Background: an optimization exercise with open tools, aiming at small area. Do not read the settings as production practice. Where RTL was checked, it was by simulation tests only, not by an equivalence proof against the original. Only the layout flow was run in run 1; the RTL was not checked for function there. Power figures rest on the tool's default switching activity, not on a simulated workload.

==> flow/design.v, too long to show whole: its modules and the start of the top module <==
// module pusher_top: 1426 lines
// module pz_fa: 10 lines
// module pz_ha: 9 lines
// module pz_x: 7 lines
// module pz_xn: 7 lines
module pusher_top (
    input  logic          clk,
    input  logic          rst_ff,
    input  logic          valid,
    input  logic          noop,
    input  logic [47:0]   particle_in,
    input  logic [191:0]  phi_in,
    output logic          valid_req,
    output logic [255:0]  raddr,
    output logic          valid_out,
    output logic [47:0]   particle_out,
    output logic          done
);
  // ...
==> flow/flow/run.sh <==
#!/bin/bash
# The standard layout, with the smallest buffer on the ports and a clock tree of few, large buffers.
set -euo pipefail
export BUFFER_PORTS_ARGS="-buffer_cell sky130_fd_sc_hd__buf_1"
export CTS_ARGS="-sink_clustering_enable -repair_clock_nets -sink_clustering_size 20 -sink_clustering_max_diameter 50 -buf_list sky130_fd_sc_hd__clkbuf_8 -dont_use_dummy_load"
bash standard.sh > make_finish.log 2>&1
==> flow/standard.sh <==
#!/bin/bash
# synth_recipe.tcl (not shown) runs the flow's synth.tcl, then flattens the netlist and writes it again
# the make line also repeats each setting of config.mk as NAME=value (left out here)
make -C /OpenROAD-flow-scripts/flow DESIGN_CONFIG=/design/flow/config.mk WORK_HOME=/design/flow/orfs CLKGATE_MAP_FILE= SYNTH_SCRIPT=/design/flow/synth_recipe.tcl "${@:-finish}"
==> flow/config.mk <==
export PLATFORM = sky130hd
export DESIGN_NAME = pusher_top
export DESIGN_NICKNAME = pusher_top
export VERILOG_FILES = /design/flow/design.v
export SDC_FILE = /design/flow/constraint.sdc
export NUM_CORES = 4
export LEC_CHECK = 0
export CAP_MARGIN = 20
export CORE_MARGIN = 2
export CORE_UTILIZATION = 70
export PLACE_DENSITY = 0.85
export SLEW_MARGIN = 20
export SYNTH_HIERARCHICAL = 1
export SYNTH_MINIMUM_KEEP_SIZE = 0
==> flow/constraint.sdc <==
create_clock -name core_clock -period 5.0 [get_ports {clk}]
set_input_delay 1.0000 -clock core_clock [delete_from_list [all_inputs] [get_ports {clk}]]
set_output_delay 1.0000 -clock core_clock [all_outputs]
set_load 0.01 [all_outputs]
==> impl_metrics.json, run 1 <==
{
  "status": "finished clean",
  "n_all_buffers": 551,
  "fin_crit_ps": 3867,
  "seq_power_share": 0.570,
  "ant_nets": 0,
  "p_int_mw": 6.845,
  "seq_cell_count": 559,
  "yosys.area.top_type_share": 0.5507,
  "area_delta_synth_final_pct": 5.591,
  "seq-power_mw": 5.50,
  "min_path_type": "reg2reg",
  "diodes": 2,
  "cts_buffer_depth": 3,
  "critPathMaxStageDelay_ps": 390,
  "met1_usage": 0.2845,
  "synth.area.top_cells": "dfxtp_1 55%, fa_1 19%, buf_4 9.5%, ha_1 3.1%, inv_1 2.6%",
  "synthFlopType": "dfxtp_1",
  "std_cell_rows": 62,
  "drc": 0,
  "dieArea_um2": 30410,
  "slew_headroom": 0.5391,
  "grt_start_max_net_pins": 25,
  "gr-total-overflow": 0,
  "finalSetupViolCount": 0,
  "crit_chain": "or2_2, fa_1, fa_1, fa_1, fa_1, fa_1, fa_1, fa_1, fa_1, nor2b_1",
  "clkTransAtPathRegs_ps": 110,
  "fill_cells": 1785,
  "yosys.area_share.simple": 0.04138,
  "fin_crit_sh": 0.7735,
  "clock-sinks": 559,
  "final-clk-cell-share": 0.02502,
  "avgSynthCellArea_um2": 13.56,
  "hold_viol_final": 0,
  "cp.required_ps": 5490,
  "startpoint": "p6[16]$_DFF_P_",
  "n_tap_cell": 384,
  "boundaryPins": 551
}
==> run 2: changes to the inputs <==
--- a/flow/design.v
+++ b/flow/design.v
@@ -475,101 +475,100 @@
     logic n265c;
     logic n266s;
     logic n266c;
     logic n267;
     logic n268;
     logic n269;
     logic n270;
     logic n271;
-    logic n272;
-    logic n273;
+    logic n272s;
+    logic n272c;
+    logic n273s;
+    logic n273c;
     logic n274;
-    logic n275s;
-    logic n275c;
-    logic n276x;
+    logic n275;
+    logic n276;
     logic n277;
     logic n278s;
     logic n278c;
-    logic n279s;
-    logic n279c;
-    logic n280x;
-    logic n281;
+    logic n279x;
+    logic n280;
+    logic n281s;
+    logic n281c;
     logic n282s;
     logic n282c;
-    logic n283s;
-    logic n283c;
-    logic n284x;
-    logic n285;
+    logic n283x;
+    logic n284;
+    logic n285s;
+    logic n285c;
     logic n286s;
     logic n286c;
-    logic n287s;
-    logic n287c;
-    logic n288s;
-    logic n288c;
+    logic n287x;
+    logic n288;
     logic n289s;
     logic n289c;
     logic n290s;
     logic n290c;
-    logic n291x;
-    logic n292;
+    logic n291s;
+    logic n291c;
+    logic n292s;
+    logic n292c;
     logic n293s;
     logic n293c;
-    logic n294s;
-    logic n294c;
-    logic n295x;
-    logic n296;
+    logic n294x;
+    logic n295;
+    logic n296s;
+    logic n296c;
     logic n297s;
     logic n297c;
-    logic n298s;
-    logic n298c;
-    logic n299x;
-    logic n300;
+    logic n298x;
+    logic n299;
+    logic n300s;
+    logic n300c;
     logic n301s;
     logic n301c;
-    logic n302s;
-    logic n302c;
-    logic n303x;
-    logic n304;
+    logic n302x;
+    logic n303;
+    logic n304s;
+    logic n304c;
     logic n305s;
     logic n305c;
-    logic n306s;
-    logic n306c;
-    logic n307x;
-    logic n308;
+    logic n306x;
+    logic n307;
+    logic n308s;
+    logic n308c;
     logic n309s;
     logic n309c;
-    logic n310s;
-    logic n310c;
-    logic n311x;
-    logic n312;
+    logic n310x;
+    logic n311;
+    logic n312s;
+    logic n312c;
     logic n313s;
     logic n313c;
-    logic n314s;
-    logic n314c;
-    logic n315x;
-    logic n316;
+    logic n314x;
+    logic n315;
+    logic n316s;
+    logic n316c;
     logic n317s;
     logic n317c;
-    logic n318s;
-    logic n318c;
-    logic n319x;
-    logic n320;
+    logic n318x;
+    logic n319;
+    logic n320s;
+    logic n320c;
     logic n321s;
     logic n321c;
-    logic n322s;
-    logic n322c;
-    logic n323x;
-    logic n324;
+    logic n322x;
+    logic n323;
+    logic n324s;
+    logic n324c;
     logic n325s;
     logic n325c;
-    logic n326s;
-    logic n326c;
-    logic n327s;
-    logic n327c;
+    logic n326x;
+    logic n327;
     logic n328s;
     logic n328c;
     logic n329s;
     logic n329c;
     logic n330s;
     logic n330c;
     logic n331s;
     logic n331c;
@@ -590,24 +589,24 @@
     logic n339s;
     logic n339c;
     logic n340s;
     logic n340c;
     logic n341s;
     logic n341c;
     logic n342s;
     logic n342c;
-    logic n343x;
-    logic n344;
+    logic n343s;
+    logic n343c;
+    logic n344s;
+    logic n344c;
     logic n345s;
     logic n345c;
-    logic n346s;
-    logic n346c;
-    logic n347s;
-    logic n347c;
+    logic n346x;
+    logic n347;
     logic n348s;
     logic n348c;
     logic n349s;
     logic n349c;
     logic n350s;
     logic n350c;
     logic n351s;
     logic n351c;
@@ -616,24 +615,24 @@
     logic n353s;
     logic n353c;
     logic n354s;
     logic n354c;
     logic n355s;
     logic n355c;
     logic n356s;
     logic n356c;
-    logic n357x;
-    logic n358;
+    logic n357s;
+    logic n357c;
+    logic n358s;
+    logic n358c;
     logic n359s;
     logic n359c;
-    logic n360s;
-    logic n360c;
-    logic n361s;
-    logic n361c;
+    logic n360x;
+    logic n361;
     logic n362s;
     logic n362c;
     logic n363s;
     logic n363c;
     logic n364s;
     logic n364c;
     logic n365s;
     logic n365c;
@@ -642,28 +641,27 @@
     logic n367s;
     logic n367c;
     logic n368s;
     logic n368c;
     logic n369s;
     logic n369c;
     logic n370s;
     logic n370c;
-    logic n371;
-    logic n372;
-    logic n373;
+    logic n371s;
+    logic n371c;
+    logic n372s;
+    logic n372c;
+    logic n373s;
+    logic n373c;
     logic n374;
-    logic n375s;
-    logic n375c;
-    logic n376s;
-    logic n376c;
-    logic n377s;
-    logic n377c;
-    logic n378s;
-    logic n378c;
+    logic n375;
+    logic n376;
+    logic n377;
+    logic n378;
     logic n379s;
     logic n379c;
     logic n380s;
     logic n380c;
     logic n381s;
     logic n381c;
     logic n382s;
     logic n382c;
@@ -728,86 +726,58 @@
     logic n414s;
     logic n414c;
     logic n415;
     logic n416;
     logic n417;
     logic n418;
     logic w_x0_0;
     logic w_x0_1;
-    logic w_x0_2;
-    logic w_x0_3;
-    logic w_x0_4;
-    logic w_x0_5;
-    logic w_x0_6;
-    logic w_x0_7;
+    logic k_x0_0;
     logic w_x1_0;
     logic w_x1_1;
-    logic w_x1_2;
-    logic w_x1_3;
-    logic w_x1_4;
-    logic w_x1_5;
-    logic w_x1_6;
-    logic w_x1_7;
+    logic k_x1_0;
     logic w_y2_0;
     logic w_y2_1;
-    logic w_y2_2;
-    logic w_y2_3;
-    logic w_y2_4;
-    logic w_y2_5;
-    logic w_y2_6;
-    logic w_y2_7;
+    logic k_y2_0;
     logic w_y3_0;
     logic w_y3_1;
-    logic w_y3_2;
-    logic w_y3_3;
-    logic w_y3_4;
-    logic w_y3_5;
-    logic w_y3_6;
-    logic w_y3_7;
+    logic k_y3_0;
     logic fy5_c0_0;
     logic fy5_c0_1;
     logic fy5_c1_0;
     logic fy5_c1_1;
     logic fy5_c2_0;
     logic fy5_c2_1;
     logic fy5_c3_0;
     logic fy5_c3_1;
     logic fy5_c4_0;
     logic fy5_c4_1;
     logic fy5_c5_0;
     logic fy5_c5_1;
     logic fy5_c6_0;
-    logic fy5_c6_1;
-    logic fy5_c7_0;
-    logic fy5_c7_1;
-    logic fy5_c8_0;
-    logic fy5_c8_1;
-    logic fy5_c9_0;
     logic fy5_ci_0;
+    logic fy5_r_0;
+    logic fy5_r_1;
     logic fx5_c0_0;
     logic fx5_c0_1;
     logic fx5_c1_0;
     logic fx5_c1_1;
     logic fx5_c2_0;
     logic fx5_c2_1;
     logic fx5_c3_0;
     logic fx5_c3_1;
     logic fx5_c4_0;
     logic fx5_c4_1;
     logic fx5_c5_0;
     logic fx5_c5_1;
     logic fx5_c6_0;
-    logic fx5_c6_1;
-    logic fx5_c7_0;
-    logic fx5_c7_1;
-    logic fx5_c8_0;
-    logic fx5_c8_1;
-    logic fx5_c9_0;
     logic fx5_ci_0;
+    logic fx5_r_0;
+    logic fx5_r_1;
     logic fy6_st_0;
     logic fy6_st_1;
     logic fy6_st_2;
     logic fy6_st_3;
     logic fy6_st_4;
     logic fy6_st_5;
     logic fy6_st_6;
     logic fy6_st_7;
@@ -840,54 +810,54 @@
     logic lx7_7;
     logic lx7_8;
     logic id7_0;
     logic id7_1;
     logic id7_2;
     logic id7_3;
     pz_fa u1 (.a(p1[24]), .b(~p1[10]), .c(c1_x0), .s(n1s), .co(n1c));
     pz_fa u2 (.a(p1[25]), .b(~p1[11]), .c(n1c), .s(n2s), .co(n2c));
-    pz_fa u3 (.a(p1[26]), .b(~p1[12]), .c(n2c), .s(n3s), .co(n3c));
-    pz_fa u4 (.a(p1[27]), .b(~p1[13]), .c(n3c), .s(n4s), .co(n4c));
-    pz_fa u5 (.a(p1[28]), .b(~p1[14]), .c(n4c), .s(n5s), .co(n5c));
-    pz_fa u6 (.a(p1[29]), .b(~p1[15]), .c(n5c), .s(n6s), .co(n6c));
-    pz_x u7 (.a(p1[30]), .b(n6c), .s(n7x));
-    assign n8 = p1[30] | n6c;
-    pz_x u9 (.a(p1[31]), .b(n8), .s(n9x));
-    assign n10 = p1[31] | n8;
+    pz_fa u3 (.a(p2[26]), .b(~p2[12]), .c(k_x0_0), .s(n3s), .co(n3c));
+    pz_fa u4 (.a(p2[27]), .b(~p2[13]), .c(n3c), .s(n4s), .co(n4c));
+    pz_fa u5 (.a(p2[28]), .b(~p2[14]), .c(n4c), .s(n5s), .co(n5c));
+    pz_fa u6 (.a(p2[29]), .b(~p2[15]), .c(n5c), .s(n6s), .co(n6c));
+    pz_x u7 (.a(p2[30]), .b(n6c), .s(n7x));
+    assign n8 = p2[30] | n6c;
+    pz_x u9 (.a(p2[31]), .b(n8), .s(n9x));
+    assign n10 = p2[31] | n8;
     assign n11 = ~n7x;
     assign n12 = ~n9x;
     pz_fa u13 (.a(p1[24]), .b(p1[10]), .c(c1_x1), .s(n13s), .co(n13c));
     pz_fa u14 (.a(p1[25]), .b(p1[11]), .c(n13c), .s(n14s), .co(n14c));
-    pz_fa u15 (.a(p1[26]), .b(p1[12]), .c(n14c), .s(n15s), .co(n15c));
-    pz_fa u16 (.a(p1[27]), .b(p1[13]), .c(n15c), .s(n16s), .co(n16c));
-    pz_fa u17 (.a(p1[28]), .b(p1[14]), .c(n16c), .s(n17s), .co(n17c));
-    pz_fa u18 (.a(p1[29]), .b(p1[15]), .c(n17c), .s(n18s), .co(n18c));
-    pz_ha u19 (.a(p1[30]), .b(n18c), .s(n19s), .co(n19c));
-    pz_ha u20 (.a(p1[31]), .b(n19c), .s(n20s), .co(n20c));
+    pz_fa u15 (.a(p2[26]), .b(p2[12]), .c(k_x1_0), .s(n15s), .co(n15c));
+    pz_fa u16 (.a(p2[27]), .b(p2[13]), .c(n15c), .s(n16s), .co(n16c));
+    pz_fa u17 (.a(p2[28]), .b(p2[14]), .c(n16c), .s(n17s), .co(n17c));
+    pz_fa u18 (.a(p2[29]), .b(p2[15]), .c(n17c), .s(n18s), .co(n18c));
+    pz_ha u19 (.a(p2[30]), .b(n18c), .s(n19s), .co(n19c));
+    pz_ha u20 (.a(p2[31]), .b(n19c), .s(n20s), .co(n20c));
     pz_fa u21 (.a(p1[40]), .b(~p1[10]), .c(c1_y2), .s(n21s), .co(n21c));
     pz_fa u22 (.a(p1[41]), .b(~p1[11]), .c(n21c), .s(n22s), .co(n22c));
-    pz_fa u23 (.a(p1[42]), .b(~p1[12]), .c(n22c), .s(n23s), .co(n23c));
-    pz_fa u24 (.a(p1[43]), .b(~p1[13]), .c(n23c), .s(n24s), .co(n24c));
-    pz_fa u25 (.a(p1[44]), .b(~p1[14]), .c(n24c), .s(n25s), .co(n25c));
-    pz_fa u26 (.a(p1[45]), .b(~p1[15]), .c(n25c), .s(n26s), .co(n26c));
-    pz_x u27 (.a(p1[46]), .b(n26c), .s(n27x));
-    assign n28 = p1[46] | n26c;
-    pz_x u29 (.a(p1[47]), .b(n28), .s(n29x));
-    assign n30 = p1[47] | n28;
+    pz_fa u23 (.a(p2[42]), .b(~p2[12]), .c(k_y2_0), .s(n23s), .co(n23c));
+    pz_fa u24 (.a(p2[43]), .b(~p2[13]), .c(n23c), .s(n24s), .co(n24c));
+    pz_fa u25 (.a(p2[44]), .b(~p2[14]), .c(n24c), .s(n25s), .co(n25c));
+    pz_fa u26 (.a(p2[45]), .b(~p2[15]), .c(n25c), .s(n26s), .co(n26c));
+    pz_x u27 (.a(p2[46]), .b(n26c), .s(n27x));
+    assign n28 = p2[46] | n26c;
+    pz_x u29 (.a(p2[47]), .b(n28), .s(n29x));
+    assign n30 = p2[47] | n28;
     assign n31 = ~n27x;
     assign n32 = ~n29x;
     pz_fa u33 (.a(p1[40]), .b(p1[10]), .c(c1_y3), .s(n33s), .co(n33c));
     pz_fa u34 (.a(p1[41]), .b(p1[11]), .c(n33c), .s(n34s), .co(n34c));
-    pz_fa u35 (.a(p1[42]), .b(p1[12]), .c(n34c), .s(n35s), .co(n35c));
-    pz_fa u36 (.a(p1[43]), .b(p1[13]), .c(n35c), .s(n36s), .co(n36c));
-    pz_fa u37 (.a(p1[44]), .b(p1[14]), .c(n36c), .s(n37s), .co(n37c));
-    pz_fa u38 (.a(p1[45]), .b(p1[15]), .c(n37c), .s(n38s), .co(n38c));
-    pz_ha u39 (.a(p1[46]), .b(n38c), .s(n39s), .co(n39c));
-    pz_ha u40 (.a(p1[47]), .b(n39c), .s(n40s), .co(n40c));
+    pz_fa u35 (.a(p2[42]), .b(p2[12]), .c(k_y3_0), .s(n35s), .co(n35c));
+    pz_fa u36 (.a(p2[43]), .b(p2[13]), .c(n35c), .s(n36s), .co(n36c));
+    pz_fa u37 (.a(p2[44]), .b(p2[14]), .c(n36c), .s(n37s), .co(n37c));
+    pz_fa u38 (.a(p2[45]), .b(p2[15]), .c(n37c), .s(n38s), .co(n38c));
+    pz_ha u39 (.a(p2[46]), .b(n38c), .s(n39s), .co(n39c));
+    pz_ha u40 (.a(p2[47]), .b(n39c), .s(n40s), .co(n40c));
     assign n41 = ~p2[40];
     pz_ha u42 (.a(p2[41]), .b(p2[40]), .s(n42s), .co(n42c));
     pz_ha u43 (.a(p2[42]), .b(n42c), .s(n43s), .co(n43c));
     pz_ha u44 (.a(p2[43]), .b(n43c), .s(n44s), .co(n44c));
     pz_ha u45 (.a(p2[44]), .b(n44c), .s(n45s), .co(n45c));
     pz_ha u46 (.a(p2[45]), .b(n45c), .s(n46s), .co(n46c));
     pz_ha u47 (.a(p2[46]), .b(n46c), .s(n47s), .co(n47c));
     pz_x u48 (.a(p2[47]), .b(n47c), .s(n48x));
@@ -1108,140 +1078,140 @@
     pz_fa u263 (.a(~n236s), .b(n249c), .c(n250s), .s(n263s), .co(n263c));
     pz_fa u264 (.a(~n238s), .b(n250c), .c(n251s), .s(n264s), .co(n264c));
     pz_fa u265 (.a(~n238c), .b(n251c), .c(n252s), .s(n265s), .co(n265c));
     pz_ha u266 (.a(n240), .b(n252c), .s(n266s), .co(n266c));
     assign n267 = ~n253x & ~n217s;
     assign n268 = (n254 & n255s) | (n254 & n267) | (n255s & n267);
     assign n269 = (n255c & ~n256s) | (n255c & n268) | (~n256s & n268);
     assign n270 = (~n256c & ~n257s) | (~n256c & n269) | (~n257s & n269);
-    assign n271 = ~phi_in[24] & phi_in[36];
-    assign n272 = ~phi_in[72] & phi_in[84];
-    assign n273 = ~phi_in[120] & phi_in[132];
-    assign n274 = ~phi_in[168] & phi_in[180];
-    pz_fa u275 (.a(phi_in[25]), .b(phi_in[73]), .c(phi_in[121]), .s(n275s), .co(n275c));
-    pz_x u276 (.a(phi_in[37]), .b(phi_in[85]), .s(n276x));
-    assign n277 = phi_in[37] | phi_in[85];
-    pz_ha u278 (.a(phi_in[26]), .b(phi_in[74]), .s(n278s), .co(n278c));
-    pz_fa u279 (.a(phi_in[133]), .b(~phi_in[169]), .c(phi_in[181]), .s(n279s), .co(n279c));
-    pz_x u280 (.a(n271), .b(n272), .s(n280x));
-    assign n281 = n271 | n272;
-    pz_fa u282 (.a(phi_in[38]), .b(phi_in[86]), .c(phi_in[134]), .s(n282s), .co(n282c));
-    pz_fa u283 (.a(phi_in[122]), .b(phi_in[170]), .c(~phi_in[182]), .s(n283s), .co(n283c));
-    pz_x u284 (.a(n277), .b(n278s), .s(n284x));
-    assign n285 = ~n277 & n278s;
-    pz_fa u286 (.a(phi_in[27]), .b(phi_in[75]), .c(phi_in[123]), .s(n286s), .co(n286c));
-    pz_fa u287 (.a(phi_in[39]), .b(phi_in[87]), .c(phi_in[135]), .s(n287s), .co(n287c));
-    pz_fa u288 (.a(phi_in[171]), .b(~phi_in[183]), .c(n278c), .s(n288s), .co(n288c));
-    pz_fa u289 (.a(phi_in[28]), .b(phi_in[76]), .c(phi_in[124]), .s(n289s), .co(n289c));
-    pz_fa u290 (.a(phi_in[40]), .b(phi_in[88]), .c(phi_in[136]), .s(n290s), .co(n290c));
-    pz_x u291 (.a(phi_in[172]), .b(phi_in[184]), .s(n291x));
-    assign n292 = phi_in[172] & ~phi_in[184];
-    pz_fa u293 (.a(phi_in[29]), .b(phi_in[77]), .c(phi_in[125]), .s(n293s), .co(n293c));
-    pz_fa u294 (.a(phi_in[41]), .b(phi_in[89]), .c(phi_in[137]), .s(n294s), .co(n294c));
-    pz_x u295 (.a(phi_in[173]), .b(phi_in[185]), .s(n295x));
-    assign n296 = phi_in[173] & ~phi_in[185];
-    pz_fa u297 (.a(phi_in[30]), .b(phi_in[78]), .c(phi_in[126]), .s(n297s), .co(n297c));
-    pz_fa u298 (.a(phi_in[42]), .b(phi_in[90]), .c(phi_in[138]), .s(n298s), .co(n298c));
-    pz_x u299 (.a(phi_in[174]), .b(phi_in[186]), .s(n299x));
-    assign n300 = phi_in[174] & ~phi_in[186];
-    pz_fa u301 (.a(phi_in[31]), .b(phi_in[79]), .c(phi_in[127]), .s(n301s), .co(n301c));
-    pz_fa u302 (.a(phi_in[43]), .b(phi_in[91]), .c(phi_in[139]), .s(n302s), .co(n302c));
-    pz_x u303 (.a(phi_in[175]), .b(phi_in[187]), .s(n303x));
-    assign n304 = phi_in[175] & ~phi_in[187];
-    pz_fa u305 (.a(phi_in[32]), .b(phi_in[80]), .c(phi_in[128]), .s(n305s), .co(n305c));
-    pz_fa u306 (.a(phi_in[44]), .b(phi_in[92]), .c(phi_in[140]), .s(n306s), .co(n306c));
-    pz_x u307 (.a(phi_in[176]), .b(phi_in[188]), .s(n307x));
-    assign n308 = phi_in[176] & ~phi_in[188];
-    pz_fa u309 (.a(phi_in[33]), .b(phi_in[81]), .c(phi_in[129]), .s(n309s), .co(n309c));
-    pz_fa u310 (.a(phi_in[45]), .b(phi_in[93]), .c(phi_in[141]), .s(n310s), .co(n310c));
-    pz_x u311 (.a(phi_in[177]), .b(phi_in[189]), .s(n311x));
-    assign n312 = phi_in[177] & ~phi_in[189];
-    pz_fa u313 (.a(phi_in[34]), .b(phi_in[82]), .c(phi_in[130]), .s(n313s), .co(n313c));
-    pz_fa u314 (.a(phi_in[46]), .b(phi_in[94]), .c(phi_in[142]), .s(n314s), .co(n314c));
-    pz_x u315 (.a(phi_in[178]), .b(phi_in[190]), .s(n315x));
-    assign n316 = phi_in[178] & ~phi_in[190];
-    pz_fa u317 (.a(phi_in[35]), .b(phi_in[83]), .c(phi_in[131]), .s(n317s), .co(n317c));
-    pz_fa u318 (.a(phi_in[47]), .b(phi_in[95]), .c(phi_in[143]), .s(n318s), .co(n318c));
-    pz_x u319 (.a(phi_in[179]), .b(phi_in[191]), .s(n319x));
-    assign n320 = ~phi_in[179] & phi_in[191];
-    pz_fa u321 (.a(n273), .b(n274), .c(~n276x), .s(n321s), .co(n321c));
-    pz_fa u322 (.a(n281), .b(~n275c), .c(n279c), .s(n322s), .co(n322c));
-    pz_x u323 (.a(n282s), .b(n284x), .s(n323x));
-    assign n324 = n282s | n284x;
-    pz_fa u325 (.a(n283c), .b(n286s), .c(n285), .s(n325s), .co(n325c));
-    pz_fa u326 (.a(n282c), .b(n287s), .c(~n288s), .s(n326s), .co(n326c));
-    pz_fa u327 (.a(n291x), .b(~n286c), .c(n287c), .s(n327s), .co(n327c));
-    pz_fa u328 (.a(n289s), .b(~n290s), .c(n288c), .s(n328s), .co(n328c));
-    pz_fa u329 (.a(n292), .b(~n295x), .c(n289c), .s(n329s), .co(n329c));
-    pz_fa u330 (.a(n290c), .b(~n293s), .c(n294s), .s(n330s), .co(n330c));
-    pz_fa u331 (.a(n296), .b(~n299x), .c(n293c), .s(n331s), .co(n331c));
-    pz_fa u332 (.a(n294c), .b(~n297s), .c(n298s), .s(n332s), .co(n332c));
-    pz_fa u333 (.a(n300), .b(~n303x), .c(n297c), .s(n333s), .co(n333c));
-    pz_fa u334 (.a(n298c), .b(~n301s), .c(n302s), .s(n334s), .co(n334c));
-    pz_fa u335 (.a(n304), .b(~n307x), .c(n301c), .s(n335s), .co(n335c));
-    pz_fa u336 (.a(n302c), .b(~n305s), .c(n306s), .s(n336s), .co(n336c));
-    pz_fa u337 (.a(n308), .b(~n311x), .c(n305c), .s(n337s), .co(n337c));
-    pz_fa u338 (.a(n306c), .b(~n309s), .c(n310s), .s(n338s), .co(n338c));
-    pz_fa u339 (.a(n312), .b(~n315x), .c(n309c), .s(n339s), .co(n339c));
-    pz_fa u340 (.a(n310c), .b(~n313s), .c(n314s), .s(n340s), .co(n340c));
-    pz_fa u341 (.a(n316), .b(~n319x), .c(n313c), .s(n341s), .co(n341c));
-    pz_fa u342 (.a(n314c), .b(n317s), .c(~n318s), .s(n342s), .co(n342c));
-    pz_x u343 (.a(n320), .b(n317c), .s(n343x));
-    assign n344 = n320 & ~n317c;
-    pz_ha u345 (.a(n280x), .b(n275s), .s(n345s), .co(n345c));
-    pz_fa u346 (.a(n283s), .b(~n321c), .c(n323x), .s(n346s), .co(n346c));
-    pz_fa u347 (.a(n324), .b(n322c), .c(~n325s), .s(n347s), .co(n347c));
-    pz_fa u348 (.a(~n325c), .b(n327s), .c(n326c), .s(n348s), .co(n348c));
-    pz_fa u349 (.a(n327c), .b(~n329s), .c(n330s), .s(n349s), .co(n349c));
-    pz_fa u350 (.a(n329c), .b(~n330c), .c(n331s), .s(n350s), .co(n350c));
-    pz_fa u351 (.a(n331c), .b(~n332c), .c(n333s), .s(n351s), .co(n351c));
-    pz_fa u352 (.a(n333c), .b(~n334c), .c(n335s), .s(n352s), .co(n352c));
-    pz_fa u353 (.a(n335c), .b(~n336c), .c(n337s), .s(n353s), .co(n353c));
-    pz_fa u354 (.a(n337c), .b(~n338c), .c(n339s), .s(n354s), .co(n354c));
-    pz_fa u355 (.a(n339c), .b(~n340c), .c(n341s), .s(n355s), .co(n355c));
-    pz_fa u356 (.a(n318c), .b(~n343x), .c(n341c), .s(n356s), .co(n356c));
-    pz_x u357 (.a(n279s), .b(n345s), .s(n357x));
-    assign n358 = ~n279s & n345s;
-    pz_fa u359 (.a(n345c), .b(~n322s), .c(n346s), .s(n359s), .co(n359c));
-    pz_fa u360 (.a(n326s), .b(~n346c), .c(n347s), .s(n360s), .co(n360c));
-    pz_fa u361 (.a(~n328s), .b(n347c), .c(n348s), .s(n361s), .co(n361c));
-    pz_fa u362 (.a(~n328c), .b(n349s), .c(n348c), .s(n362s), .co(n362c));
-    pz_fa u363 (.a(n332s), .b(n349c), .c(~n350s), .s(n363s), .co(n363c));
-    pz_fa u364 (.a(~n334s), .b(n350c), .c(n351s), .s(n364s), .co(n364c));
-    pz_fa u365 (.a(~n336s), .b(n351c), .c(n352s), .s(n365s), .co(n365c));
-    pz_fa u366 (.a(~n338s), .b(n352c), .c(n353s), .s(n366s), .co(n366c));
-    pz_fa u367 (.a(~n340s), .b(n353c), .c(n354s), .s(n367s), .co(n367c));
-    pz_fa u368 (.a(~n342s), .b(n354c), .c(n355s), .s(n368s), .co(n368c));
-    pz_fa u369 (.a(~n342c), .b(n355c), .c(n356s), .s(n369s), .co(n369c));
-    pz_ha u370 (.a(n344), .b(n356c), .s(n370s), .co(n370c));
-    assign n371 = ~n357x & ~n321s;
-    assign n372 = (n358 & n359s) | (n358 & n371) | (n359s & n371);
-    assign n373 = (n359c & ~n360s) | (n359c & n372) | (~n360s & n372);
-    assign n374 = (~n360c & ~n361s) | (~n360c & n373) | (~n361s & n373);
-    pz_fa u375 (.a(fy5_c0_0), .b(fy5_c0_1), .c(~fy5_ci_0), .s(n375s), .co(n375c));
-    pz_fa u376 (.a(fy5_c1_0), .b(fy5_c1_1), .c(n375c), .s(n376s), .co(n376c));
-    pz_fa u377 (.a(fy5_c2_0), .b(~fy5_c2_1), .c(n376c), .s(n377s), .co(n377c));
-    pz_fa u378 (.a(fy5_c3_0), .b(fy5_c3_1), .c(~n377c), .s(n378s), .co(n378c));
-    pz_fa u379 (.a(fy5_c4_0), .b(fy5_c4_1), .c(n378c), .s(n379s), .co(n379c));
-    pz_fa u380 (.a(fy5_c5_0), .b(fy5_c5_1), .c(n379c), .s(n380s), .co(n380c));
-    pz_fa u381 (.a(fy5_c6_0), .b(fy5_c6_1), .c(n380c), .s(n381s), .co(n381c));
-    pz_fa u382 (.a(fy5_c7_0), .b(fy5_c7_1), .c(n381c), .s(n382s), .co(n382c));
-    pz_fa u383 (.a(fy5_c8_0), .b(fy5_c8_1), .c(n382c), .s(n383s), .co(n383c));
-    pz_ha u384 (.a(fy5_c9_0), .b(n383c), .s(n384s), .co(n384c));
-    pz_fa u385 (.a(fx5_c0_0), .b(fx5_c0_1), .c(~fx5_ci_0), .s(n385s), .co(n385c));
-    pz_fa u386 (.a(fx5_c1_0), .b(fx5_c1_1), .c(n385c), .s(n386s), .co(n386c));
-    pz_fa u387 (.a(fx5_c2_0), .b(~fx5_c2_1), .c(n386c), .s(n387s), .co(n387c));
-    pz_fa u388 (.a(fx5_c3_0), .b(fx5_c3_1), .c(~n387c), .s(n388s), .co(n388c));
-    pz_fa u389 (.a(fx5_c4_0), .b(fx5_c4_1), .c(n388c), .s(n389s), .co(n389c));
-    pz_fa u390 (.a(fx5_c5_0), .b(fx5_c5_1), .c(n389c), .s(n390s), .co(n390c));
-    pz_fa u391 (.a(fx5_c6_0), .b(fx5_c6_1), .c(n390c), .s(n391s), .co(n391c));
-    pz_fa u392 (.a(fx5_c7_0), .b(fx5_c7_1), .c(n391c), .s(n392s), .co(n392c));
-    pz_fa u393 (.a(fx5_c8_0), .b(fx5_c8_1), .c(n392c), .s(n393s), .co(n393c));
-    pz_ha u394 (.a(fx5_c9_0), .b(n393c), .s(n394s), .co(n394c));
+    assign n271 = (~n257c & ~n258s) | (~n257c & n270) | (~n258s & n270);
+    pz_fa u272 (.a(n258c), .b(n259s), .c(~n271), .s(n272s), .co(n272c));
+    pz_fa u273 (.a(n259c), .b(~n260s), .c(n272c), .s(n273s), .co(n273c));
+    assign n274 = ~phi_in[24] & phi_in[36];
+    assign n275 = ~phi_in[72] & phi_in[84];
+    assign n276 = ~phi_in[120] & phi_in[132];
+    assign n277 = ~phi_in[168] & phi_in[180];
+    pz_fa u278 (.a(phi_in[25]), .b(phi_in[73]), .c(phi_in[121]), .s(n278s), .co(n278c));
+    pz_x u279 (.a(phi_in[37]), .b(phi_in[85]), .s(n279x));
+    assign n280 = phi_in[37] | phi_in[85];
+    pz_ha u281 (.a(phi_in[26]), .b(phi_in[74]), .s(n281s), .co(n281c));
+    pz_fa u282 (.a(phi_in[133]), .b(~phi_in[169]), .c(phi_in[181]), .s(n282s), .co(n282c));
+    pz_x u283 (.a(n274), .b(n275), .s(n283x));
+    assign n284 = n274 | n275;
+    pz_fa u285 (.a(phi_in[38]), .b(phi_in[86]), .c(phi_in[134]), .s(n285s), .co(n285c));
+    pz_fa u286 (.a(phi_in[122]), .b(phi_in[170]), .c(~phi_in[182]), .s(n286s), .co(n286c));
+    pz_x u287 (.a(n280), .b(n281s), .s(n287x));
+    assign n288 = ~n280 & n281s;
+    pz_fa u289 (.a(phi_in[27]), .b(phi_in[75]), .c(phi_in[123]), .s(n289s), .co(n289c));
+    pz_fa u290 (.a(phi_in[39]), .b(phi_in[87]), .c(phi_in[135]), .s(n290s), .co(n290c));
+    pz_fa u291 (.a(phi_in[171]), .b(~phi_in[183]), .c(n281c), .s(n291s), .co(n291c));
+    pz_fa u292 (.a(phi_in[28]), .b(phi_in[76]), .c(phi_in[124]), .s(n292s), .co(n292c));
+    pz_fa u293 (.a(phi_in[40]), .b(phi_in[88]), .c(phi_in[136]), .s(n293s), .co(n293c));
+    pz_x u294 (.a(phi_in[172]), .b(phi_in[184]), .s(n294x));
+    assign n295 = phi_in[172] & ~phi_in[184];
+    pz_fa u296 (.a(phi_in[29]), .b(phi_in[77]), .c(phi_in[125]), .s(n296s), .co(n296c));
+    pz_fa u297 (.a(phi_in[41]), .b(phi_in[89]), .c(phi_in[137]), .s(n297s), .co(n297c));
+    pz_x u298 (.a(phi_in[173]), .b(phi_in[185]), .s(n298x));
+    assign n299 = phi_in[173] & ~phi_in[185];
+    pz_fa u300 (.a(phi_in[30]), .b(phi_in[78]), .c(phi_in[126]), .s(n300s), .co(n300c));
+    pz_fa u301 (.a(phi_in[42]), .b(phi_in[90]), .c(phi_in[138]), .s(n301s), .co(n301c));
+    pz_x u302 (.a(phi_in[174]), .b(phi_in[186]), .s(n302x));
+    assign n303 = phi_in[174] & ~phi_in[186];
+    pz_fa u304 (.a(phi_in[31]), .b(phi_in[79]), .c(phi_in[127]), .s(n304s), .co(n304c));
+    pz_fa u305 (.a(phi_in[43]), .b(phi_in[91]), .c(phi_in[139]), .s(n305s), .co(n305c));
+    pz_x u306 (.a(phi_in[175]), .b(phi_in[187]), .s(n306x));
+    assign n307 = phi_in[175] & ~phi_in[187];
+    pz_fa u308 (.a(phi_in[32]), .b(phi_in[80]), .c(phi_in[128]), .s(n308s), .co(n308c));
+    pz_fa u309 (.a(phi_in[44]), .b(phi_in[92]), .c(phi_in[140]), .s(n309s), .co(n309c));
+    pz_x u310 (.a(phi_in[176]), .b(phi_in[188]), .s(n310x));
+    assign n311 = phi_in[176] & ~phi_in[188];
+    pz_fa u312 (.a(phi_in[33]), .b(phi_in[81]), .c(phi_in[129]), .s(n312s), .co(n312c));
+    pz_fa u313 (.a(phi_in[45]), .b(phi_in[93]), .c(phi_in[141]), .s(n313s), .co(n313c));
+    pz_x u314 (.a(phi_in[177]), .b(phi_in[189]), .s(n314x));
+    assign n315 = phi_in[177] & ~phi_in[189];
+    pz_fa u316 (.a(phi_in[34]), .b(phi_in[82]), .c(phi_in[130]), .s(n316s), .co(n316c));
+    pz_fa u317 (.a(phi_in[46]), .b(phi_in[94]), .c(phi_in[142]), .s(n317s), .co(n317c));
+    pz_x u318 (.a(phi_in[178]), .b(phi_in[190]), .s(n318x));
+    assign n319 = phi_in[178] & ~phi_in[190];
+    pz_fa u320 (.a(phi_in[35]), .b(phi_in[83]), .c(phi_in[131]), .s(n320s), .co(n320c));
+    pz_fa u321 (.a(phi_in[47]), .b(phi_in[95]), .c(phi_in[143]), .s(n321s), .co(n321c));
+    pz_x u322 (.a(phi_in[179]), .b(phi_in[191]), .s(n322x));
+    assign n323 = ~phi_in[179] & phi_in[191];
+    pz_fa u324 (.a(n276), .b(n277), .c(~n279x), .s(n324s), .co(n324c));
+    pz_fa u325 (.a(n284), .b(~n278c), .c(n282c), .s(n325s), .co(n325c));
+    pz_x u326 (.a(n285s), .b(n287x), .s(n326x));
+    assign n327 = n285s | n287x;
+    pz_fa u328 (.a(n286c), .b(n289s), .c(n288), .s(n328s), .co(n328c));
+    pz_fa u329 (.a(n285c), .b(n290s), .c(~n291s), .s(n329s), .co(n329c));
+    pz_fa u330 (.a(n294x), .b(~n289c), .c(n290c), .s(n330s), .co(n330c));
+    pz_fa u331 (.a(n292s), .b(~n293s), .c(n291c), .s(n331s), .co(n331c));
+    pz_fa u332 (.a(n295), .b(~n298x), .c(n292c), .s(n332s), .co(n332c));
+    pz_fa u333 (.a(n293c), .b(~n296s), .c(n297s), .s(n333s), .co(n333c));
+    pz_fa u334 (.a(n299), .b(~n302x), .c(n296c), .s(n334s), .co(n334c));
+    pz_fa u335 (.a(n297c), .b(~n300s), .c(n301s), .s(n335s), .co(n335c));
+    pz_fa u336 (.a(n303), .b(~n306x), .c(n300c), .s(n336s), .co(n336c));
+    pz_fa u337 (.a(n301c), .b(~n304s), .c(n305s), .s(n337s), .co(n337c));
+    pz_fa u338 (.a(n307), .b(~n310x), .c(n304c), .s(n338s), .co(n338c));
+    pz_fa u339 (.a(n305c), .b(~n308s), .c(n309s), .s(n339s), .co(n339c));
+    pz_fa u340 (.a(n311), .b(~n314x), .c(n308c), .s(n340s), .co(n340c));
+    pz_fa u341 (.a(n309c), .b(~n312s), .c(n313s), .s(n341s), .co(n341c));
+    pz_fa u342 (.a(n315), .b(~n318x), .c(n312c), .s(n342s), .co(n342c));
+    pz_fa u343 (.a(n313c), .b(~n316s), .c(n317s), .s(n343s), .co(n343c));
+    pz_fa u344 (.a(n319), .b(~n322x), .c(n316c), .s(n344s), .co(n344c));
+    pz_fa u345 (.a(n317c), .b(n320s), .c(~n321s), .s(n345s), .co(n345c));
+    pz_x u346 (.a(n323), .b(n320c), .s(n346x));
+    assign n347 = n323 & ~n320c;
+    pz_ha u348 (.a(n283x), .b(n278s), .s(n348s), .co(n348c));
+    pz_fa u349 (.a(n286s), .b(~n324c), .c(n326x), .s(n349s), .co(n349c));
+    pz_fa u350 (.a(n327), .b(n325c), .c(~n328s), .s(n350s), .co(n350c));
+    pz_fa u351 (.a(~n328c), .b(n330s), .c(n329c), .s(n351s), .co(n351c));
+    pz_fa u352 (.a(n330c), .b(~n332s), .c(n333s), .s(n352s), .co(n352c));
+    pz_fa u353 (.a(n332c), .b(~n333c), .c(n334s), .s(n353s), .co(n353c));
+    pz_fa u354 (.a(n334c), .b(~n335c), .c(n336s), .s(n354s), .co(n354c));
+    pz_fa u355 (.a(n336c), .b(~n337c), .c(n338s), .s(n355s), .co(n355c));
+    pz_fa u356 (.a(n338c), .b(~n339c), .c(n340s), .s(n356s), .co(n356c));
+    pz_fa u357 (.a(n340c), .b(~n341c), .c(n342s), .s(n357s), .co(n357c));
+    pz_fa u358 (.a(n342c), .b(~n343c), .c(n344s), .s(n358s), .co(n358c));
+    pz_fa u359 (.a(n321c), .b(~n346x), .c(n344c), .s(n359s), .co(n359c));
+    pz_x u360 (.a(n282s), .b(n348s), .s(n360x));
+    assign n361 = ~n282s & n348s;
+    pz_fa u362 (.a(n348c), .b(~n325s), .c(n349s), .s(n362s), .co(n362c));
+    pz_fa u363 (.a(n329s), .b(~n349c), .c(n350s), .s(n363s), .co(n363c));
+    pz_fa u364 (.a(~n331s), .b(n350c), .c(n351s), .s(n364s), .co(n364c));
+    pz_fa u365 (.a(~n331c), .b(n352s), .c(n351c), .s(n365s), .co(n365c));
+    pz_fa u366 (.a(n335s), .b(n352c), .c(~n353s), .s(n366s), .co(n366c));
+    pz_fa u367 (.a(~n337s), .b(n353c), .c(n354s), .s(n367s), .co(n367c));
+    pz_fa u368 (.a(~n339s), .b(n354c), .c(n355s), .s(n368s), .co(n368c));
+    pz_fa u369 (.a(~n341s), .b(n355c), .c(n356s), .s(n369s), .co(n369c));
+    pz_fa u370 (.a(~n343s), .b(n356c), .c(n357s), .s(n370s), .co(n370c));
+    pz_fa u371 (.a(~n345s), .b(n357c), .c(n358s), .s(n371s), .co(n371c));
+    pz_fa u372 (.a(~n345c), .b(n358c), .c(n359s), .s(n372s), .co(n372c));
+    pz_ha u373 (.a(n347), .b(n359c), .s(n373s), .co(n373c));
+    assign n374 = ~n360x & ~n324s;
+    assign n375 = (n361 & n362s) | (n361 & n374) | (n362s & n374);
+    assign n376 = (n362c & ~n363s) | (n362c & n375) | (~n363s & n375);
+    assign n377 = (~n363c & ~n364s) | (~n363c & n376) | (~n364s & n376);
+    assign n378 = (~n364c & ~n365s) | (~n364c & n377) | (~n365s & n377);
+    pz_fa u379 (.a(n365c), .b(n366s), .c(~n378), .s(n379s), .co(n379c));
+    pz_fa u380 (.a(n366c), .b(~n367s), .c(n379c), .s(n380s), .co(n380c));
+    pz_fa u381 (.a(fy5_c0_0), .b(fy5_c0_1), .c(~fy5_ci_0), .s(n381s), .co(n381c));
+    pz_fa u382 (.a(fy5_c1_0), .b(fy5_c1_1), .c(n381c), .s(n382s), .co(n382c));
+    pz_fa u383 (.a(fy5_c2_0), .b(fy5_c2_1), .c(n382c), .s(n383s), .co(n383c));
+    pz_fa u384 (.a(fy5_c3_0), .b(fy5_c3_1), .c(n383c), .s(n384s), .co(n384c));
+    pz_fa u385 (.a(fy5_c4_0), .b(fy5_c4_1), .c(n384c), .s(n385s), .co(n385c));
+    pz_fa u386 (.a(fy5_c5_0), .b(fy5_c5_1), .c(n385c), .s(n386s), .co(n386c));
+    pz_ha u387 (.a(fy5_c6_0), .b(n386c), .s(n387s), .co(n387c));
+    pz_fa u388 (.a(fx5_c0_0), .b(fx5_c0_1), .c(~fx5_ci_0), .s(n388s), .co(n388c));
+    pz_fa u389 (.a(fx5_c1_0), .b(fx5_c1_1), .c(n388c), .s(n389s), .co(n389c));
+    pz_fa u390 (.a(fx5_c2_0), .b(fx5_c2_1), .c(n389c), .s(n390s), .co(n390c));
+    pz_fa u391 (.a(fx5_c3_0), .b(fx5_c3_1), .c(n390c), .s(n391s), .co(n391c));
+    pz_fa u392 (.a(fx5_c4_0), .b(fx5_c4_1), .c(n391c), .s(n392s), .co(n392c));
+    pz_fa u393 (.a(fx5_c5_0), .b(fx5_c5_1), .c(n392c), .s(n393s), .co(n393c));
+    pz_ha u394 (.a(fx5_c6_0), .b(n393c), .s(n394s), .co(n394c));
     pz_x u395 (.a(p6[32]), .b(fx6_st_0), .s(n395x));
     assign n396 = p6[32] & ~fx6_st_0;
     pz_fa u397 (.a(p6[33]), .b(~fx6_st_1), .c(n396), .s(n397s), .co(n397c));
     pz_fa u398 (.a(p6[34]), .b(fx6_st_2), .c(n397c), .s(n398s), .co(n398c));
     pz_fa u399 (.a(p6[35]), .b(fx6_st_3), .c(n398c), .s(n399s), .co(n399c));
     pz_fa u400 (.a(p6[36]), .b(fx6_st_4), .c(n399c), .s(n400s), .co(n400c));
     pz_fa u401 (.a(p6[37]), .b(fx6_st_5), .c(n400c), .s(n401s), .co(n401c));
     pz_fa u402 (.a(p6[38]), .b(fx6_st_6), .c(n401c), .s(n402s), .co(n402c));
@@ -1259,97 +1229,69 @@
     pz_fa u414 (.a(p6[24]), .b(fy6_st_8), .c(n413c), .s(n414s), .co(n414c));
     assign n415 = (n404c) & ~(~fx6_st_8);
     assign n416 = ~(n404c) & (~fx6_st_8);
     assign n417 = (n414c) & (~fy6_st_8);
     assign n418 = ~(n414c) & ~(~fy6_st_8);
     always_ff @(posedge clk) begin
         w_x0_0 <= n1s;
         w_x0_1 <= n2s;
-        w_x0_2 <= n3s;
-        w_x0_3 <= n4s;
-        w_x0_4 <= n5s;
-        w_x0_5 <= n6s;
-        w_x0_6 <= n11;
-        w_x0_7 <= n12;
+        k_x0_0 <= n2c;
         w_x1_0 <= n13s;
         w_x1_1 <= n14s;
-        w_x1_2 <= n15s;
-        w_x1_3 <= n16s;
-        w_x1_4 <= n17s;
-        w_x1_5 <= n18s;
-        w_x1_6 <= n19s;
-        w_x1_7 <= n20s;
+        k_x1_0 <= n14c;
         w_y2_0 <= n21s;
         w_y2_1 <= n22s;
-        w_y2_2 <= n23s;
-        w_y2_3 <= n24s;
-        w_y2_4 <= n25s;
-        w_y2_5 <= n26s;
-        w_y2_6 <= n31;
-        w_y2_7 <= n32;
+        k_y2_0 <= n22c;
         w_y3_0 <= n33s;
         w_y3_1 <= n34s;
-        w_y3_2 <= n35s;
-        w_y3_3 <= n36s;
-        w_y3_4 <= n37s;
-        w_y3_5 <= n38s;
-        w_y3_6 <= n39s;
-        w_y3_7 <= n40s;
-        fy5_c0_0 <= n257c;
-        fy5_c0_1 <= n258s;
-        fy5_c1_0 <= n258c;
-        fy5_c1_1 <= n259s;
-        fy5_c2_0 <= n259c;
-        fy5_c2_1 <= n260s;
-        fy5_c3_0 <= n260c;
-        fy5_c3_1 <= n261s;
-        fy5_c4_0 <= n261c;
-        fy5_c4_1 <= n262s;
-        fy5_c5_0 <= n262c;
-        fy5_c5_1 <= n263s;
-        fy5_c6_0 <= n263c;
-        fy5_c6_1 <= n264s;
-        fy5_c7_0 <= n264c;
-        fy5_c7_1 <= n265s;
-        fy5_c8_0 <= n265c;
-        fy5_c8_1 <= n266s;
-        fy5_c9_0 <= n266c;
-        fy5_ci_0 <= n270;
-        fx5_c0_0 <= n361c;
-        fx5_c0_1 <= n362s;
-        fx5_c1_0 <= n362c;
-        fx5_c1_1 <= n363s;
-        fx5_c2_0 <= n363c;
-        fx5_c2_1 <= n364s;
-        fx5_c3_0 <= n364c;
-        fx5_c3_1 <= n365s;
-        fx5_c4_0 <= n365c;
-        fx5_c4_1 <= n366s;
-        fx5_c5_0 <= n366c;
-        fx5_c5_1 <= n367s;
-        fx5_c6_0 <= n367c;
-        fx5_c6_1 <= n368s;
-        fx5_c7_0 <= n368c;
-        fx5_c7_1 <= n369s;
-        fx5_c8_0 <= n369c;
-        fx5_c8_1 <= n370s;
-        fx5_c9_0 <= n370c;
-        fx5_ci_0 <= n374;
-        fy6_st_0 <= n376s;
-        fy6_st_1 <= n377s;
-        fy6_st_2 <= n378s;
-        fy6_st_3 <= n379s;
-        fy6_st_4 <= n380s;
-        fy6_st_5 <= n381s;
-        fy6_st_6 <= n382s;
-        fy6_st_7 <= n383s;
-        fy6_st_8 <= n384s;
-        fx6_st_0 <= n386s;
-        fx6_st_1 <= n387s;
+        k_y3_0 <= n34c;
+        fy5_c0_0 <= n260c;
+        fy5_c0_1 <= n261s;
+        fy5_c1_0 <= n261c;
+        fy5_c1_1 <= n262s;
+        fy5_c2_0 <= n262c;
+        fy5_c2_1 <= n263s;
+        fy5_c3_0 <= n263c;
+        fy5_c3_1 <= n264s;
+        fy5_c4_0 <= n264c;
+        fy5_c4_1 <= n265s;
+        fy5_c5_0 <= n265c;
+        fy5_c5_1 <= n266s;
+        fy5_c6_0 <= n266c;
+        fy5_ci_0 <= n273c;
+        fy5_r_0 <= n272s;
+        fy5_r_1 <= n273s;
+        fx5_c0_0 <= n367c;
+        fx5_c0_1 <= n368s;
+        fx5_c1_0 <= n368c;
+        fx5_c1_1 <= n369s;
+        fx5_c2_0 <= n369c;
+        fx5_c2_1 <= n370s;
+        fx5_c3_0 <= n370c;
+        fx5_c3_1 <= n371s;
+        fx5_c4_0 <= n371c;
+        fx5_c4_1 <= n372s;
+        fx5_c5_0 <= n372c;
+        fx5_c5_1 <= n373s;
+        fx5_c6_0 <= n373c;
+        fx5_ci_0 <= n380c;
+        fx5_r_0 <= n379s;
+        fx5_r_1 <= n380s;
+        fy6_st_0 <= fy5_r_0;
+        fy6_st_1 <= fy5_r_1;
+        fy6_st_2 <= n381s;
+        fy6_st_3 <= n382s;
+        fy6_st_4 <= n383s;
+        fy6_st_5 <= n384s;
+        fy6_st_6 <= n385s;
+        fy6_st_7 <= n386s;
+        fy6_st_8 <= n387s;
+        fx6_st_0 <= fx5_r_0;
+        fx6_st_1 <= fx5_r_1;
         fx6_st_2 <= n388s;
         fx6_st_3 <= n389s;
         fx6_st_4 <= n390s;
         fx6_st_5 <= n391s;
         fx6_st_6 <= n392s;
         fx6_st_7 <= n393s;
         fx6_st_8 <= n394s;
         ly7_0 <= n395x;
@@ -1370,20 +1312,20 @@
         lx7_6 <= n412s;
         lx7_7 <= n413s;
         lx7_8 <= n414s;
         id7_0 <= n415;
         id7_1 <= n416;
         id7_2 <= n417;
         id7_3 <= n418;
     end
-    assign w_x0 = {w_x0_7, w_x0_6, w_x0_5, w_x0_4, w_x0_3, w_x0_2, w_x0_1, w_x0_0};
-    assign w_x1 = {w_x1_7, w_x1_6, w_x1_5, w_x1_4, w_x1_3, w_x1_2, w_x1_1, w_x1_0};
-    assign w_y2 = {w_y2_7, w_y2_6, w_y2_5, w_y2_4, w_y2_3, w_y2_2, w_y2_1, w_y2_0};
-    assign w_y3 = {w_y3_7, w_y3_6, w_y3_5, w_y3_4, w_y3_3, w_y3_2, w_y3_1, w_y3_0};
+    assign w_x0 = {n12, n11, n6s, n5s, n4s, n3s, w_x0_1, w_x0_0};
+    assign w_x1 = {n20s, n19s, n18s, n17s, n16s, n15s, w_x1_1, w_x1_0};
+    assign w_y2 = {n32, n31, n26s, n25s, n24s, n23s, w_y2_1, w_y2_0};
+    assign w_y3 = {n40s, n39s, n38s, n37s, n36s, n35s, w_y3_1, w_y3_0};
     assign yp_i = {n48x, n47s, n46s, n45s, n44s, n43s, n42s, n41};
     assign yp_d = {n61x, n59x, n57x, n55x, n53x, n51x, n49x, n41};
     assign xp_i = {n69x, n68s, n67s, n66s, n65s, n64s, n63s, n62};
     assign xp_d = {n82x, n80x, n78x, n76x, n74x, n72x, n70x, n62};
     assign x0_i = {n90x, n89s, n88s, n87s, n86s, n85s, n84s, n83};
     assign x0_d = {n103x, n101x, n99x, n97x, n95x, n93x, n91x, n83};
     assign x1_i = {n111x, n110s, n109s, n108s, n107s, n106s, n105s, n104};
     assign x1_d = {n124x, n122x, n120x, n118x, n116x, n114x, n112x, n104};
@@ -1400,24 +1342,30 @@
     logic [6:0] hy, hx, ny, nx;
     logic       iy, dy, ix, dx;
     assign hy = p7[47:41];
     assign hx = p7[31:25];
     assign iy = iy7 & ~noop;
     assign dy = dy7 & ~noop;
     assign ix = ix7 & ~noop;
     assign dx = dx7 & ~noop;
-    always_comb begin
-        for (int i = 0; i < 7; i++) begin
-            ny[i] = hy[i] ^ ((iy & (&(hy | ~7'((1 << i) - 1))))
-                           | (dy & ~(|(hy & 7'((1 << i) - 1)))));
-            nx[i] = hx[i] ^ ((ix & (&(hx | ~7'((1 << i) - 1))))
-                           | (dx & ~(|(hx & 7'((1 << i) - 1)))));
-        end
-    end
+    assign ny[0] = hy[0] ^ (iy | dy);
+    assign ny[1] = hy[1] ^ ((iy & hy[0]) | (dy & ~(hy[0])));
+    assign ny[2] = hy[2] ^ ((iy & hy[0] & hy[1]) | (dy & ~(hy[0] | hy[1])));
+    assign ny[3] = hy[3] ^ ((iy & hy[0] & hy[1] & hy[2]) | (dy & ~(hy[0] | hy[1] | hy[2])));
+    assign ny[4] = hy[4] ^ ((iy & hy[0] & hy[1] & hy[2] & hy[3]) | (dy & ~(hy[0] | hy[1] | hy[2] | hy[3])));
+    assign ny[5] = hy[5] ^ ((iy & hy[0] & hy[1] & hy[2] & hy[3] & hy[4]) | (dy & ~(hy[0] | hy[1] | hy[2] | hy[3] | hy[4])));
+    assign ny[6] = hy[6] ^ ((iy & hy[0] & hy[1] & hy[2] & hy[3] & hy[4] & hy[5]) | (dy & ~(hy[0] | hy[1] | hy[2] | hy[3] | hy[4] | hy[5])));
+    assign nx[0] = hx[0] ^ (ix | dx);
+    assign nx[1] = hx[1] ^ ((ix & hx[0]) | (dx & ~(hx[0])));
+    assign nx[2] = hx[2] ^ ((ix & hx[0] & hx[1]) | (dx & ~(hx[0] | hx[1])));
+    assign nx[3] = hx[3] ^ ((ix & hx[0] & hx[1] & hx[2]) | (dx & ~(hx[0] | hx[1] | hx[2])));
+    assign nx[4] = hx[4] ^ ((ix & hx[0] & hx[1] & hx[2] & hx[3]) | (dx & ~(hx[0] | hx[1] | hx[2] | hx[3])));
+    assign nx[5] = hx[5] ^ ((ix & hx[0] & hx[1] & hx[2] & hx[3] & hx[4]) | (dx & ~(hx[0] | hx[1] | hx[2] | hx[3] | hx[4])));
+    assign nx[6] = hx[6] ^ ((ix & hx[0] & hx[1] & hx[2] & hx[3] & hx[4] & hx[5]) | (dx & ~(hx[0] | hx[1] | hx[2] | hx[3] | hx[4] | hx[5])));
     always_ff @(posedge clk) begin
         p1 <= particle_in;
         p2 <= p1;
         p3 <= p2;
         p4 <= p3;
         p5 <= p4;
         p6 <= p5;
         p7 <= p6;
==> run 2 against run 1 <==
Compared with the run above:
- sequential share of layout area fell by 1.2 points
- combinational power rose by 11%
- clock-buffer cell count did not move
- clock skew rose by 12 ps
- worst hold slack got worse by 45 ps
- highest routed layer unchanged
- first-iteration DRC count rose by 35%
- still clean
- sequential power fell by 5.8%
- cell count fell by 0.95%
- fmax fell by 20%
- critical path type is now reg2out
- worst setup slack got worse by 960 ps
- largest cell class unchanged
- area after synthesis fell by 2.7%
- sequential cell count fell by 26
- largest power group unchanged
==> impl_metrics.json, run 2 <==
{
  "p_leak_nw": 8.734,
  "grt_start_max_net_pins": 31,
  "yosys.area.top_type": "dfxtp_1",
  "synthFlopType": "dfxtp_1",
  "fp.coreArea_um2": 27780,
  "reg2reg_slack_ps": 950,
  "final_core_util": 0.7537,
  "grt_pass1_vias": 10590,
  "slew_headroom": 0.4918,
  "clk_latency_ps": 570,
  "crit_cells": 8,
  "start_util": 0.7115,
  "place.gp.congestion": 0.9460,
  "rsz0062_at_grt": "no",
  "rr_worst_depth": 10,
  "max-vdd-ir-drop_uv": 278.3,
  "synth_edf_count": 0,
  "gr-total-overflow": 0,
  "clkTransAtPathRegs_ps": 110,
  "mostFrequentLayoutCells": "549 x buf_1, 532 x dfxtp_1, 184 x fa_1",
  "cp_common_cell": "fa_1",
  "drt_iter0_markers": 510,
  "dpl_cell_area_um2": 20390,
  "boundaryPins": 551,
  "final_common_cell": "buf_1",
  "avgSynthCellArea_um2": 13.38,
  "max_freq_mhz": 207.1,
  "drc": 0,
  "crit_path_end_kind": "output port",
  "post_cts_buffers": 0,
  "vias_per_cell": 4.818,
  "worstSetupEndpoint": "raddr[159]",
  "grt_usage": 0.2603,
  "grt_pass1_wl_mm": 56.68,
  "ys_warn_count": 13,
  "cts_buffers": 39,
  "r2r-start": "fy6_st_0$_DFF_P_",
  "clock-sinks": 533,
  "firstDrtPassIters": 5,
  "synth-async-reset-ratio": 0,
  "portBuffers": 550,
  "cts-root-buf": "clkbuf_8",
  "cts_hold_buf": 0,
  "ys_types": 44,
  "final_nets": 2290,
  "synth_common_cells": "533 x dfxtp_1, 256 x buf_4, 186 x fa_1",
  "cts_max_level": 2,
  "area_delta_synth_final_pct": 5.931,
  "status": "finished clean",
  "path_max_fanout": 5,
  "grt_antenna_before_repair": 0,
  "fin_crit_ps": 4828,
  "vias": 10540,
  "drive_gt1_frac": 0.03538,
  "worst_pin_slew_ps": 762.3,
  "startpoint_type": "flop",
  "cp.required_ps": 4000,
  "cts_buffer_depth": 3,
  "min_path_type": "reg2reg",
  "std_cell_rows": 61,
  "ys_ff_latch": 533,
  "cp_num_buf_inv": 1,
  "dp_hpwl_mm": 31.95,
  "wl_per_cell_um": 17.79,
  "hold_viol_final": 0,
  "drv_slew": 0,
  "synthCells": 1477,
  "post-synth-top-count-cell": "dfxtp_1",
  "finalSetupViolCount": 0,
  "postRouteWirelength_mm": 38.92,
  "worst_path_max_delay_cell": "fa_1",
  "ant_nets": 0,
  "die_w_um": 172.0,
  "crit_chain": "fa_1, fa_1, fa_1, fa_1, or3_1, or2_1, xnor2_1, buf_1",
  "synth.area.top_cells": "dfxtp_1 54%, fa_1 19%, buf_4 9.7%, ha_1 3.1%, inv_1 2.5%",
  "r2r-end": "id7_2$_DFF_P_",
  "fin_crit_sh": 0.9656,
  "cp.arrival_ps": 3830,
  "yosys.area.top_type_share": 0.5398,
  "finalInstanceArea_um2": 20940,
  "critPathMaxStageDelay_ps": 470,
  "die_y_um": 172.0,
  "finClkSkew_ps": 87.31,
  "synth_area_um2": 19770,
  "cts_resized": 0,
  "cap_violations": 0,
  "dieArea_um2": 29600,
  "worstSetupPathType": "reg2out",
  "fin_tns_setup_ps": 0,
  "startpoint": "p2[42]$_DFF_P_",
  "cts_tree": "yes",
  "syn-num-nets": 1956,
  "critPathTopFamily": "adder cells",
  "power_density_nw_per_um2": 454.8,
  "yosysSeqAreaShare": 0.5398
}
run 2: modules after synthesis, one instance, submodules excluded:
| module | cell area [um2] | copies in the design | cells inside |
|---|---|---|---|
| pz_x | 8.758 | 40 | 1 |
| pz_xn | 8.758 | 42 | 1 |
| pusher_top | 14730 | 1 | 1161 |
| pz_ha | 12.51 | 48 | 1 |
| pz_fa | 20.02 | 186 | 1 |
run 2: through the flow:
step	worst slack, ps	instances	hold slack [ps]	power (mW)
final	171.8	2188	226.0	9.524
after global routing	1.268	2187	227.7	10.15
after global placement	458.3	2148	309.7	7.618
after CTS	40.13	2187	225.3	9.654
after detailed placement	379.2	2148	312.1	7.800
after floorplan	680.0	1477	309.6	7.181
run 2: logic make-up (layout without fill, tap and decap cells):
family,Yosys count,count (layout),synth area share
AOI/OAI and AO/OA,40,40,0.01298
and+or+nand+nor,139,139,0.04102
other,0,1,0
xor gates and xnor gates,99,99,0.04386
adders and majority gates,252,252,0.2281
buffers and inverters,395,727,0.1237
muxes,19,19,0.01063
DFF,533,533,0.5398
run 2: report_power, final:
part,switching [mW],internal (mW)
Sequential,0.287,4.89
Combinational,1.43,1.05
Clock,1.16,0.703
run 2: worst min-delay path by stage:
stage                          from                to  slack [ps]  depth (start not counted)
floorplan           fx5_r_0$_DFF_P_  fx6_st_0$_DFF_P_         310                          0
CTS                  p3[43]$_DFF_P_    p4[43]$_DFF_P_         230                          0
global placement      p5[0]$_DFF_P_     p6[0]$_DFF_P_         310                          0
global route         p3[43]$_DFF_P_    p4[43]$_DFF_P_         230                          0
finish               p3[43]$_DFF_P_    p4[43]$_DFF_P_         230                          0
detailed placement   p2[10]$_DFF_P_    p3[10]$_DFF_P_         310                          0
run 2: layout make-up:
type	instances	area, um2
Fill cell	1700	6842
Antenna cell	1	2.502
Multi-Input combinational cell	549	6658
Inverter	134	503.0
Sequential cell	533	10670
Tap cell	378	473.0
Timing Repair Buffer	554	2096
Clock buffer	39	536.8
run 2: per-layer routing:
| metal | GRT usage | share of wire |
|---|---|---|
| met1 | 0.2958 | 0.36 |
| met2 | 0.4671 | 0.52 |
| met3 | 0.06844 | 0.077 |
| met4 | 0.1056 | 0.040 |
| met5 | 0 | 0 |

==> re-timing with driven ports <==
No port has a modelled driver above. Below, the same layouts with a new extraction and two added sets of constraints.
Step 1, drivers: a clkbuf_16 drives clk and a buf_2 each remaining input, both assumed.
Step 2 moves the port delays by t, midway between the first and last clock arrival at a register: inputs arrive t later, outputs are due t later. That takes back most of the time a late clock gives input paths.
Slacks: no drivers / after step 1 / after step 2; pairs: no drivers / after step 1.
run	t, ns	setup WS [ns]	worst register clock-pin slew, ns	worst slew at a driven data input, ns
run 1	0.565	1.133 / 1.133 / 1.119	0.11 / 0.11	0.09
run 2	0.574	0.172 / 0.129 / 0.369	0.11 / 0.11	0.08
After both steps every run listed still meets setup and hold. The setup slack of run 1, which loses most, moves by 0.000 ns with the drivers and by -0.014 ns with both steps.
